This is an optimization exercise on Yosys and OpenROAD, whose aim is a short achievable clock period and few clock cycles per item, not a production implementation. Function was checked by simulation only, so behaviour that the tests miss may differ from the original. Power is estimated from default activity; no workload was simulated.

[design.v]
package core_pkg;
    localparam int xlen       = 32;
    localparam int reg_addr_w = 5;
    typedef logic [xlen-1:0]       word_t;
    typedef logic [reg_addr_w-1:0] reg_addr_t;
    typedef logic [31:0]           instr_t;
    localparam logic [6:0] opc_op     = 7'b0110011;
    localparam logic [6:0] opc_op_imm = 7'b0010011;
    localparam logic [6:0] opc_lui    = 7'b0110111;
    localparam logic [6:0] opc_branch = 7'b1100011;
    localparam logic [2:0] f3_add = 3'b000;
    localparam logic [2:0] f3_sll = 3'b001;
    localparam logic [2:0] f3_slt = 3'b010;
    localparam logic [2:0] f3_xor = 3'b100;
    localparam logic [2:0] f3_srl = 3'b101;
    localparam logic [2:0] f3_or  = 3'b110;
    localparam logic [2:0] f3_and = 3'b111;
    localparam logic [2:0] f3_beq = 3'b000;
    localparam logic [2:0] f3_bne = 3'b001;
    localparam word_t pc_step  = 32'd4;
    localparam word_t reset_pc = 32'h0000_0000;
    typedef enum logic [3:0] {
        alu_add,
        alu_sub,
        alu_sll,
        alu_slt,
        alu_xor,
        alu_srl,
        alu_or,
        alu_and,
        alu_pass_b   
    } alu_op_e;
    typedef struct packed {
        word_t  pc;
        instr_t instr;
    } if_id_t;
    typedef struct packed {
        word_t     pc;
        word_t     rs1_data;
        word_t     rs2_data;
        word_t     imm;
        reg_addr_t rs1;
        reg_addr_t rs2;
        reg_addr_t rd;
        alu_op_e   alu_op;
        logic      alu_src_imm;
        logic      reg_write;
        logic      is_branch;
        logic      branch_ne;
    } id_ex_t;
    typedef struct packed {
        word_t     result;
        reg_addr_t rd;
        logic      reg_write;
    } ex_wb_t;
endpackage
module core (
    input  logic                clk,
    input  logic                rst_n,
    input  core_pkg::instr_t    instr,
    input  logic                instr_gnt,
    output core_pkg::word_t     pc_addr,
    output logic                wb_valid,
    output core_pkg::reg_addr_t wb_rd,
    output core_pkg::word_t     wb_data
);
    logic adv;         
    logic stall;       
    logic adv_f;       
    logic r_redir;     
    logic [31:0] r_pc;
    assign adv   = instr_gnt;
    assign adv_f = adv && (!stall || r_redir);
    logic [31:0] pc;
    logic [15:0] bt_taken;           
    logic [31:0] bt_tgt [0:15];      
    logic        f_is_br;
    logic        f_pred;
    logic [15:0] p_oh;               
    logic        f_taken;
    logic [31:0] f_ptgt;
    logic [15:0] f_ptgt_oh;
    logic [15:0] r_pc_oh;
    assign pc_addr = pc;
    always_comb begin
        f_taken = 1'b0;
        f_ptgt  = 32'd0;
        for (int i = 0; i < 16; i++) begin
            f_taken = f_taken | (p_oh[i] & bt_taken[i]);
            f_ptgt  = f_ptgt  | (bt_tgt[i] & {32{p_oh[i]}});
        end
        for (int i = 0; i < 16; i++) begin
            f_ptgt_oh[i] = f_ptgt[5:2] == 4'(i);
            r_pc_oh[i]   = r_pc[5:2] == 4'(i);
        end
    end
    assign f_is_br = (instr[6:0] == core_pkg::opc_branch) && (instr[14:13] == 2'b00);
    assign f_pred  = f_is_br && f_taken;
    always_ff @(posedge clk or negedge rst_n) begin
        if (!rst_n) begin
            pc   <= core_pkg::reset_pc;
            p_oh <= 16'd1;
        end else if (adv_f) begin
            if (r_redir) begin
                pc   <= r_pc;
                p_oh <= r_pc_oh;
            end else if (f_pred) begin
                pc   <= f_ptgt;
                p_oh <= f_ptgt_oh;
            end else begin
                pc   <= pc + 32'd4;
                p_oh <= {p_oh[14:0], p_oh[15]};
            end
        end
    end
    logic        d_valid;
    logic [31:0] d_pc;
    logic [31:0] d_instr;
    logic        d_pred;
    logic [31:0] d_ptgt;
    logic [31:0] d_sel1;         
    logic [31:0] d_sel2;
    always_ff @(posedge clk or negedge rst_n) begin
        if (!rst_n) begin
            d_valid <= 1'b0;
        end else if (adv_f) begin
            d_valid <= !r_redir;
        end
    end
    logic [6:0]  f_opc;
    logic [2:0]  f_f3;
    logic        f_is_op;
    logic        f_is_opi;
    logic        f_is_lui;
    logic [7:0]  f_op;      
    assign f_opc    = instr[6:0];
    assign f_f3     = instr[14:12];
    assign f_is_op  = f_opc == core_pkg::opc_op;
    assign f_is_opi = f_opc == core_pkg::opc_op_imm;
    assign f_is_lui = f_opc == core_pkg::opc_lui;
    always_comb begin
        f_op = 8'b0;
        if (f_is_lui) begin
            f_op[6] = 1'b1;      
        end else begin
            case (f_f3)
                3'b000: if (f_is_op && instr[30]) f_op[1] = 1'b1; else f_op[0] = 1'b1;
                3'b001: f_op[2] = 1'b1;
                3'b010: f_op[3] = 1'b1;
                3'b100: f_op[4] = 1'b1;
                3'b101: f_op[5] = 1'b1;
                3'b110: f_op[6] = 1'b1;
                3'b111: f_op[7] = 1'b1;
                default: ;
            endcase
        end
    end
    logic        d_is_opi;
    logic        d_is_lui;
    logic        d_is_br;
    logic        d_use1;
    logic        d_use2;
    logic        d_writes;
    logic        d_fast;
    logic [7:0]  d_op;
    always_ff @(posedge clk) begin
        if (adv_f) begin
            d_is_opi <= f_is_opi;
            d_is_lui <= f_is_lui;
            d_is_br  <= f_is_br;
            d_use1   <= f_is_op || f_is_opi || f_is_br;
            d_use2   <= f_is_op || f_is_br;
            d_writes <= (((f_is_op || f_is_opi) && f_f3 != 3'b011) || f_is_lui) && (instr[11:7] != 5'd0);
            d_fast   <= f_op[4] || f_op[6] || f_op[7];
            d_op     <= f_op;
            d_pc    <= pc;
            d_instr <= instr;
            d_pred  <= f_pred;
            d_ptgt  <= f_ptgt;
            for (int i = 0; i < 32; i++) begin
                d_sel1[i] <= (instr[19:15] == 5'(i)) && (i != 0);
                d_sel2[i] <= (instr[24:20] == 5'(i)) && (i != 0);
            end
        end
    end
    logic [31:0] regs [1:31];
    logic        x1_valid;
    logic        x1_writes;
    logic        x1_fast;
    logic [4:0]  x1_rd;
    logic [31:0] x1_fres;
    logic        x2_valid;
    logic        x2_writes;
    logic [4:0]  x2_rd;
    logic [31:0] x2_res;
    logic        w_valid;
    logic [4:0]  w_rd;
    logic [31:0] w_res;
    logic [2:0]  d_f3;
    logic [4:0]  d_rd;
    logic [4:0]  d_rs1;
    logic [4:0]  d_rs2;
    logic [31:0] d_immi;
    logic [31:0] d_immu;
    logic [12:0] d_immb;
    logic [13:0] d_tlo;
    logic [18:0] d_thi_inc;
    logic [18:0] d_thi_dec;
    logic [31:0] d_rf1;
    logic [31:0] d_rf2;
    logic [31:0] d_a;
    logic [31:0] d_b;
    assign d_f3     = d_instr[14:12];
    assign d_rd     = d_instr[11:7];
    assign d_rs1    = d_instr[19:15];
    assign d_rs2    = d_instr[24:20];
    assign d_immi   = {{20{d_instr[31]}}, d_instr[31:20]};
    assign d_immu   = {d_instr[31:12], 12'b0};
    assign d_immb   = {d_instr[31], d_instr[7], d_instr[30:25], d_instr[11:8], 1'b0};
    assign d_tlo     = {1'b0, d_pc[12:0]} + {1'b0, d_immb};
    assign d_thi_inc = d_pc[31:13] + 19'd1;
    assign d_thi_dec = d_pc[31:13] - 19'd1;
    always_comb begin
        d_rf1 = 32'd0;
        d_rf2 = 32'd0;
        for (int i = 1; i < 32; i++) begin
            d_rf1 = d_rf1 | (regs[i] & {32{d_sel1[i]}});
            d_rf2 = d_rf2 | (regs[i] & {32{d_sel2[i]}});
        end
    end
    logic d_x1_1, d_x1_2, d_x2_1, d_x2_2, d_w_1, d_w_2;
    assign d_x1_1 = x1_valid && x1_writes && (x1_rd == d_rs1) && d_use1;
    assign d_x1_2 = x1_valid && x1_writes && (x1_rd == d_rs2) && d_use2;
    assign d_x2_1 = x2_valid && x2_writes && (x2_rd == d_rs1);
    assign d_x2_2 = x2_valid && x2_writes && (x2_rd == d_rs2);
    assign d_w_1  = w_valid && (w_rd == d_rs1);
    assign d_w_2  = w_valid && (w_rd == d_rs2);
    assign stall = d_valid && !x1_fast && (d_x1_1 || d_x1_2);
    logic        d_a_x2;
    logic        d_b_x2;
    logic [31:0] d_a_oth;
    logic [31:0] d_b_oth;
    logic [31:0] x2_sum;
    logic [31:0] x2_shl_f;
    logic [31:0] x2_shr_f;
    logic        x2_lt;
    logic [31:0] x2_fres;
    logic [4:0]  x2_cls;      
    assign d_a_x2 = d_use1 && !d_x1_1 && d_x2_1;
    assign d_b_x2 = !d_is_lui && !d_is_opi && !d_x1_2 && d_x2_2;
    always_comb begin
        if (!d_use1)       d_a_oth = 32'd0;
        else if (d_x1_1)   d_a_oth = x1_fres;
        else if (d_w_1)    d_a_oth = w_res;
        else               d_a_oth = d_rf1;
        if (d_is_lui)      d_b_oth = d_immu;
        else if (d_is_opi) d_b_oth = d_immi;
        else if (d_x1_2)   d_b_oth = x1_fres;
        else if (d_w_2)    d_b_oth = w_res;
        else               d_b_oth = d_rf2;
    end
    function automatic logic [31:0] pick_x2(input logic sel, input logic [31:0] oth,
                                            input logic [4:0] cls,
                                            input logic [31:0] sum, input logic [31:0] shl,
                                            input logic lt, input logic [31:0] shr,
                                            input logic [31:0] fres);
        pick_x2 = (oth & {32{!sel}})
                | (sum  & {32{sel && cls[0]}})
                | (shl  & {32{sel && cls[1]}})
                | ({31'd0, lt} & {32{sel && cls[2]}})
                | (shr  & {32{sel && cls[3]}})
                | (fres & {32{sel && cls[4]}});
    endfunction
    assign d_a = pick_x2(d_a_x2, d_a_oth, x2_cls, x2_sum, x2_shl_f, x2_lt, x2_shr_f, x2_fres);
    assign d_b = pick_x2(d_b_x2, d_b_oth, x2_cls, x2_sum, x2_shl_f, x2_lt, x2_shr_f, x2_fres);
    logic [31:0] x1_a;
    logic [31:0] x1_b;
    logic [7:0]  x1_op;
    logic        x1_is_br;
    logic        x1_ne;
    logic        x1_pred;
    logic [3:0]  x1_idx;
    logic [31:0] x1_tgt;
    logic [12:0] x1_tlo;
    logic [1:0]  x1_tsel;
    logic [18:0] x1_thi;
    logic [18:0] x1_thi_inc;
    logic [18:0] x1_thi_dec;
    logic [31:0] x1_ptgt;
    logic [31:0] x1_pc4;
    always_ff @(posedge clk or negedge rst_n) begin
        if (!rst_n) begin
            x1_valid <= 1'b0;
        end else if (adv) begin
            x1_valid <= d_valid && !r_redir && !stall;
        end
    end
    always_ff @(posedge clk) begin
        if (adv) begin
            x1_a      <= d_a;
            x1_b      <= d_b;
            x1_op     <= d_op;
            x1_fast   <= d_fast || d_is_lui;
            x1_writes <= d_writes;
            x1_rd     <= d_rd;
            x1_is_br  <= d_is_br;
            x1_ne     <= d_f3[0];
            x1_pred   <= d_pred;
            x1_idx    <= d_pc[5:2];
            x1_tlo    <= d_tlo[12:0];
            x1_tsel   <= {d_immb[12], d_tlo[13]};
            x1_thi    <= d_pc[31:13];
            x1_thi_inc <= d_thi_inc;
            x1_thi_dec <= d_thi_dec;
            x1_ptgt   <= d_ptgt;
            x1_pc4    <= d_pc + 32'd4;
        end
    end
    always_comb begin
        x1_fres = 32'd0;
        if (x1_op[4]) x1_fres = x1_fres | (x1_a ^ x1_b);
        if (x1_op[6]) x1_fres = x1_fres | (x1_a | x1_b);
        if (x1_op[7]) x1_fres = x1_fres | (x1_a & x1_b);
    end
    logic        x1_sub;
    logic [31:0] x1_bb;
    logic [31:0] x1_p0;
    logic [31:0] x1_g [0:3];
    logic [31:0] x1_pp [0:3];
    assign x1_sub = x1_op[1] || x1_op[3];
    assign x1_bb  = x1_sub ? ~x1_b : x1_b;
    always_comb begin
        x1_p0    = x1_a ^ x1_bb;
        x1_g[0]  = x1_a & x1_bb;
        x1_pp[0] = x1_p0;
        x1_g[0][0] = (x1_a[0] & x1_bb[0]) | (x1_p0[0] & x1_sub);
        for (int l = 0; l < 3; l++) begin
            for (int i = 0; i < 32; i++) begin
                if (i >= (1 << l)) begin
                    x1_g[l+1][i]  = x1_g[l][i] | (x1_pp[l][i] & x1_g[l][i - (1 << l)]);
                    x1_pp[l+1][i] = x1_pp[l][i] & x1_pp[l][i - (1 << l)];
                end else begin
                    x1_g[l+1][i]  = x1_g[l][i];
                    x1_pp[l+1][i] = x1_pp[l][i];
                end
            end
        end
    end
    logic [31:0] x1_shl;
    logic [31:0] x1_shr;
    assign x1_shl = x1_a << {x1_b[4:2], 2'b00};
    assign x1_shr = x1_a >> {x1_b[4:2], 2'b00};
    always_comb begin
        case (x1_tsel)
            2'b01:   x1_tgt = {x1_thi_inc, x1_tlo};
            2'b10:   x1_tgt = {x1_thi_dec, x1_tlo};
            default: x1_tgt = {x1_thi,     x1_tlo};
        endcase
    end
    logic [31:0] x2_p0;
    logic [31:0] x2_g;
    logic [31:0] x2_pp;
    logic [31:0] x2_shl;
    logic [31:0] x2_shr;
    logic [3:0]  x2_sh;       
    logic        x2_sgn_a;
    logic        x2_sgn_b;
    logic        x2_cin;
    logic        x2_is_br;
    logic        x2_ne;
    logic        x2_eq;
    logic        x2_pred;
    logic [3:0]  x2_idx;
    logic [31:0] x2_tgt;
    logic [31:0] x2_ptgt;
    logic [31:0] x2_pc4;
    always_ff @(posedge clk or negedge rst_n) begin
        if (!rst_n) begin
            x2_valid <= 1'b0;
        end else if (adv) begin
            x2_valid <= x1_valid && !r_redir;
        end
    end
    always_ff @(posedge clk) begin
        if (adv) begin
            x2_writes <= x1_writes;
            x2_rd     <= x1_rd;
            x2_p0     <= x1_p0;
            x2_g      <= x1_g[3];
            x2_pp     <= x1_pp[3];
            x2_shl    <= x1_shl;
            x2_shr    <= x1_shr;
            x2_sh     <= {x1_b[1:0] == 2'd3, x1_b[1:0] == 2'd2, x1_b[1:0] == 2'd1, x1_b[1:0] == 2'd0};
            x2_fres   <= x1_fres;
            x2_sgn_a  <= x1_a[31];
            x2_sgn_b  <= x1_b[31];
            x2_cin    <= x1_sub;
            x2_cls    <= {x1_fast, x1_op[5], x1_op[3], x1_op[2], x1_op[0] || x1_op[1]};
            x2_is_br  <= x1_is_br;
            x2_ne     <= x1_ne;
            x2_eq     <= x1_a == x1_b;
            x2_pred   <= x1_pred;
            x2_idx    <= x1_idx;
            x2_tgt    <= x1_tgt;
            x2_ptgt   <= x1_ptgt;
            x2_pc4    <= x1_pc4;
        end
    end
    logic [31:0] x2_gl [0:2];
    logic [31:0] x2_pl [0:2];
    always_comb begin
        x2_gl[0] = x2_g;
        x2_pl[0] = x2_pp;
        for (int l = 0; l < 2; l++) begin
            for (int i = 0; i < 32; i++) begin
                if (i >= (8 << l)) begin
                    x2_gl[l+1][i] = x2_gl[l][i] | (x2_pl[l][i] & x2_gl[l][i - (8 << l)]);
                    x2_pl[l+1][i] = x2_pl[l][i] & x2_pl[l][i - (8 << l)];
                end else begin
                    x2_gl[l+1][i] = x2_gl[l][i];
                    x2_pl[l+1][i] = x2_pl[l][i];
                end
            end
        end
        x2_sum = x2_p0 ^ {x2_gl[2][30:0], 1'b0};
        x2_sum[0] = x2_p0[0] ^ x2_cin;
    end
    assign x2_lt = (x2_sgn_a ^ x2_sgn_b) ? x2_sgn_a : x2_sum[31];
    assign x2_shl_f = (x2_shl        & {32{x2_sh[0]}}) | ({x2_shl[30:0], 1'b0} & {32{x2_sh[1]}})
                    | ({x2_shl[29:0], 2'b0} & {32{x2_sh[2]}}) | ({x2_shl[28:0], 3'b0} & {32{x2_sh[3]}});
    assign x2_shr_f = (x2_shr        & {32{x2_sh[0]}}) | ({1'b0, x2_shr[31:1]} & {32{x2_sh[1]}})
                    | ({2'b0, x2_shr[31:2]} & {32{x2_sh[2]}}) | ({3'b0, x2_shr[31:3]} & {32{x2_sh[3]}});
    assign x2_res = pick_x2(1'b1, 32'd0, x2_cls, x2_sum, x2_shl_f, x2_lt, x2_shr_f, x2_fres);
    logic x2_live;
    logic x2_taken;
    logic x2_mispred;
    assign x2_live    = x2_valid && !r_redir;
    assign x2_taken   = x2_eq ^ x2_ne;
    assign x2_mispred = x2_live && x2_is_br &&
                        ((x2_taken != x2_pred) || (x2_taken && (x2_ptgt != x2_tgt)));
    always_ff @(posedge clk or negedge rst_n) begin
        if (!rst_n) begin
            r_redir <= 1'b0;
        end else if (adv) begin
            r_redir <= x2_mispred;
        end
    end
    always_ff @(posedge clk) begin
        if (adv) begin
            r_pc <= x2_taken ? x2_tgt : x2_pc4;
        end
    end
    always_ff @(posedge clk or negedge rst_n) begin
        if (!rst_n) begin
            bt_taken <= 16'd0;
        end else if (adv && x2_live && x2_is_br) begin
            bt_taken[x2_idx] <= x2_taken;
        end
    end
    always_ff @(posedge clk) begin
        if (adv && x2_live && x2_is_br) begin
            bt_tgt[x2_idx] <= x2_tgt;
        end
    end
    always_ff @(posedge clk or negedge rst_n) begin
        if (!rst_n) begin
            w_valid <= 1'b0;
        end else if (adv) begin
            w_valid <= x2_live && x2_writes;
        end
    end
    always_ff @(posedge clk) begin
        if (adv) begin
            w_res <= x2_res;
            w_rd  <= x2_rd;
        end
    end
    always_ff @(posedge clk or negedge rst_n) begin
        if (!rst_n) begin
            for (int i = 1; i < 32; i++) begin
                regs[i] <= 32'd0;
            end
        end else if (adv && w_valid) begin
            regs[w_rd] <= w_res;
        end
    end
    assign wb_valid = w_valid;
    assign wb_rd    = w_rd;
    assign wb_data  = w_res;
endmodule
[run.sh]
#!/bin/bash
# synth_recipe.tcl (not shown) runs the flow's synth.tcl, then flattens the netlist and writes it again
# the make line also repeats each setting of config.mk as NAME=value (left out here)
make -C /OpenROAD-flow-scripts/flow DESIGN_CONFIG=/design/flow/config.mk WORK_HOME=/design/flow/orfs CLKGATE_MAP_FILE= SYNTH_SCRIPT=/design/flow/synth_recipe.tcl finish
[config.mk]
export PLATFORM = sky130hd
export DESIGN_NAME = core
export DESIGN_NICKNAME = core
export VERILOG_FILES = /design/flow/design.v
export SDC_FILE = /design/flow/constraint.sdc
export NUM_CORES = 4
export LEC_CHECK = 0
export ABC_CLOCK_PERIOD_IN_PS = 2000
export CAP_MARGIN = 20
export CORE_MARGIN = 2
export CORE_UTILIZATION = 30
export SETUP_SLACK_MARGIN = 3.4
export SLEW_MARGIN = 20
[constraint.sdc]
create_clock -name core_clock -period 6.0 [get_ports {clk}]
set_input_delay 1.2000 -clock core_clock [delete_from_list [all_inputs] [get_ports {clk}]]
set_output_delay 1.2000 -clock core_clock [all_outputs]
set_load 0.01 [all_outputs]
==> qor.yml <==
coreArea_um2: 349000
routed_wl_mm: 469
irDropWorstVdd_mv: 0.309
pin_count: 105
ant_nets: 0
drc: 0
cts_buffers: 244
path_class: "flop to output pin"
stdcell_area_um2: 131000
grt_pass1_wl_mm: 631
hold_violations: 0
max-cap-violations: 0
postPlaceCellArea_um2: 113000
status: "finished clean"
htree_levels: 4
synth_edf_count: 1271
num-fill-cells: 32575
synthesis.area_um2: 105000
hold_depth: 0
gp_congestion: 0.976
synth.top_cell.area_share_pct: 36.2
overflow: 0
die_area_um2: 356000
fin_nets: 8610
finClkSkew_ns: 0.119
grt_max_degree: 158
path_clk_slew_ns: 0.07
start_kind: "flop"
yosysTopAreaCell: "edfxtp_1"
synth-warning-count: 6
syn_area_per_cell_um2: 13.3
period_minus_slack_ns: 2.91
cp_slowest_cell: "edfxtp_1"
slowest_delay_ns: 0.45
root_buffer: "clkbuf_16"
tns_ns: 0
die_h_um: 597
grt_usage_pct: 24.8
cts_sinks: 2332
start_util_pct: 30.2
max_slew_margin_pct: 20.6
rsz0062_at_grt: "true"
setup_viol: 0
min_path_type: "flop to flop"
tightest_slew_ns: 1.18
leakagePower_nw: 51.8
drive_gt1_share_pct: 31.8
top_regs: "regs: 992 flops, bt_tgt: 512 flops"
regMostFlops: "regs"
clock.fmax_mhz: 344
synthToLayoutAreaGrowth_pct: 24.0
required_ns: 4.80
grtUsageMet2_pct: 35.6
grt_pass1_vias: 79516
antenna_found_initial: 34
vias: 84419
ys_types: 76
ys.flop_type: "edfxtp_1"
port-buffer-count: 104
clock_latency_ns: 0.96
dp.final_hpwl_mm: 265
crit_chain: "buf_12 -> buf_12"
drt_first_pass_iters: 15
clockBufferDepth: 4
syn-num-nets: 8100
drtIter0Drc: 15883
powerDensity_nw_per_um2: 358
largest_reg_flops: 992
synth_area_leaders: "edfxtp_1, dfrtp_1, mux2_2"
syn_inst: 7946
r2r_setup_slack_ns: 3.16
slew_viol_final: 0
cp.arrival_ns: 1.71
ys_ff_latch: 2332
worstSetupEndpointType: "output pin"
placementRows: 217
viasPerCell: 6.35
synth_async_sr_flop_share_pct: 45.5
grt.met1_usage_pct: 30.0
grt_busiest_layer: "met2"
wl_per_cell_um: 35.3
postCtsHoldBufs: 0
cts_tree: "built"
r2r_cells: 6
crit_fanout: 2
yosysSeqAreaShare_pct: 61.4
final.period_utilization_pct: 48.5
crit_top_cell: "buf_12"
use_met3_pct: 11.2
die_width_um: 597
layout by cell type (no fill, tap or decap), drive strengths merged, types with 238 or more instances in the layout:
cell,count
a21oi,238
a221oi,370
a22o,364
a22oi,630
buf,813
clkbuf,338
dfrtp,1060
edfxtp,1271
mux2,998
nand2,340
nor2,312
o21ai,248
cells in the mapped netlist (24+ instances only):
| cell type | count |
|---|---|
| dfrtp_1 | 1060 |
| o21ai_0 | 242 |
| a21o_1 | 31 |
| nor3_1 | 128 |
| a211oi_1 | 38 |
| a222oi_1 | 80 |
| nor4_1 | 24 |
| xor2_1 | 110 |
| and3_1 | 44 |
| a32oi_1 | 35 |
| nand4_1 | 199 |
| a22o_1 | 364 |
| inv_1 | 150 |
| a221oi_1 | 370 |
| nand3_1 | 125 |
| o22ai_1 | 31 |
| edfxtp_1 | 1271 |
| nor2_1 | 306 |
| clkbuf_1 | 433 |
| ha_1 | 118 |
| nand2_1 | 340 |
| a22oi_1 | 630 |
| mux2i_1 | 25 |
| mux2_2 | 995 |
| buf_2 | 84 |
| buf_1 | 118 |
| a21oi_1 | 237 |
| xnor2_1 | 113 |
per-stage QoR:
| stage | hold slack, ns | total power (W) | cells | util (%) | setup WS [ns] |
|---|---|---|---|---|---|
| 2_1_floorplan | 0.400 | 0.0245 | 7946 | - | 2.85 |
| 3_3_place_gp | 0.401 | 0.0285 | 12279 | 32.2 | 1.31 |
| 3_5_place_dp | 0.405 | 0.0287 | 12286 | 32.3 | 1.39 |
| 4_1_cts | 0.312 | 0.0457 | 13066 | 36.3 | 3.09 |
| 5_1_grt | 0.336 | 0.0479 | 13264 | 37.4 | 3.07 |
| 6_report | 0.314 | 0.0467 | 13285 | 37.4 | 3.09 |
per-layer routing:
| metal | up-vias | routed length [um] |
|---|---|---|
| met4 | 21 | 41000 |
| met5 | - | 368 |
| met1 | 42253 | 164000 |
| met3 | 2330 | 70900 |
| met2 | 7496 | 192000 |
| li1 | 32319 | - |
critical path, delay by kind of cell, from the launching register on:
family | cells | cell delay [ns]
flops | 1 | 0.45
buf+inv | 2 | 0.32
cell type report:
cell class,instances,area (um^2),area share (%)
antenna,25,62.6,0.0479
clock buffer,318,6800,5.20
clock inverter,133,1640,1.25
inverter,155,622,0.476
multi-input combinational,4834,40800,31.2
sequential,2332,64800,49.6
tap,4599,5750,4.40
timing repair buffer,885,10200,7.79
timing repair inverter,4,31.3,0.0239
logic make-up (layout without fill, tap and decap cells):
group,count (synthesis),in the layout,synth area share (%)
flip-flops,2332,2332,61.4
AO/OA/AOI/OAI,2181,2181,15.5
AND/OR/NAND/NOR,1264,1280,5.75
multiplexers,1031,1031,11.1
buffers and inverters,796,1495,2.96
XOR/XNOR,223,223,1.85
adder cells (fa/ha/maj),119,119,1.42
other,0,25,0
power breakdown:
part	internal, W	switching, W
logic	0.00366	0.00632
registers	0.0190	0.00165
clock network	0.00932	0.00681
total	0.0320	0.0148
timing repair:
action | in CTS | in global routing
gates cloned | 44 | 20
setup endpoints to repair | 2093 | 765
pin swaps | 108 | 195
buffers inserted | 285 | 173
gates resized for setup | 922 | 492
final timing paths:
kind | from | end
setup reg to reg | w_rd[2]$_DFFE_PP_ | regs[17][10]$_DFFE_PN0P_
setup / recovery | w_res[28]$_DFFE_PP_ | wb_data[28]
hold reg to reg | d_ptgt[24]$_DFFE_PP_ | x1_ptgt[24]$_DFFE_PP_
hold / removal | d_ptgt[24]$_DFFE_PP_ | x1_ptgt[24]$_DFFE_PP_
min in group asynchronous | rst_n | regs[17][19]$_DFFE_PN0P_
max in group asynchronous | rst_n | pc[24]$_DFFE_PN0P_
Testbench counts, summed over its fixed seeds: cycles 23,460, writes 12,000.

[static timing again, ports no longer ideal]
The results above use ideal ports. As a check the final layout listed here was re-extracted and re-timed, cells and wires unchanged.
Step 1, drivers: a clkbuf_16 drives clk and a buf_2 each remaining input, both assumed.
Step 2 also shifts input and output timing later by t, the mid clock arrival at the registers, as if the neighbouring blocks saw the same clock.
a / b / c = no drivers / after step 1 / after step 2; a / b = the first two.
t (ns): 1.014
slack for setup (ns): 3.093 / 2.992 / 2.413
hold WS [ns]: 0.314 / 0.270 / 0.314
After both steps this run still meets setup and hold. The setup slack of this run moves by -0.101 ns with the drivers and by -0.680 ns with both steps.
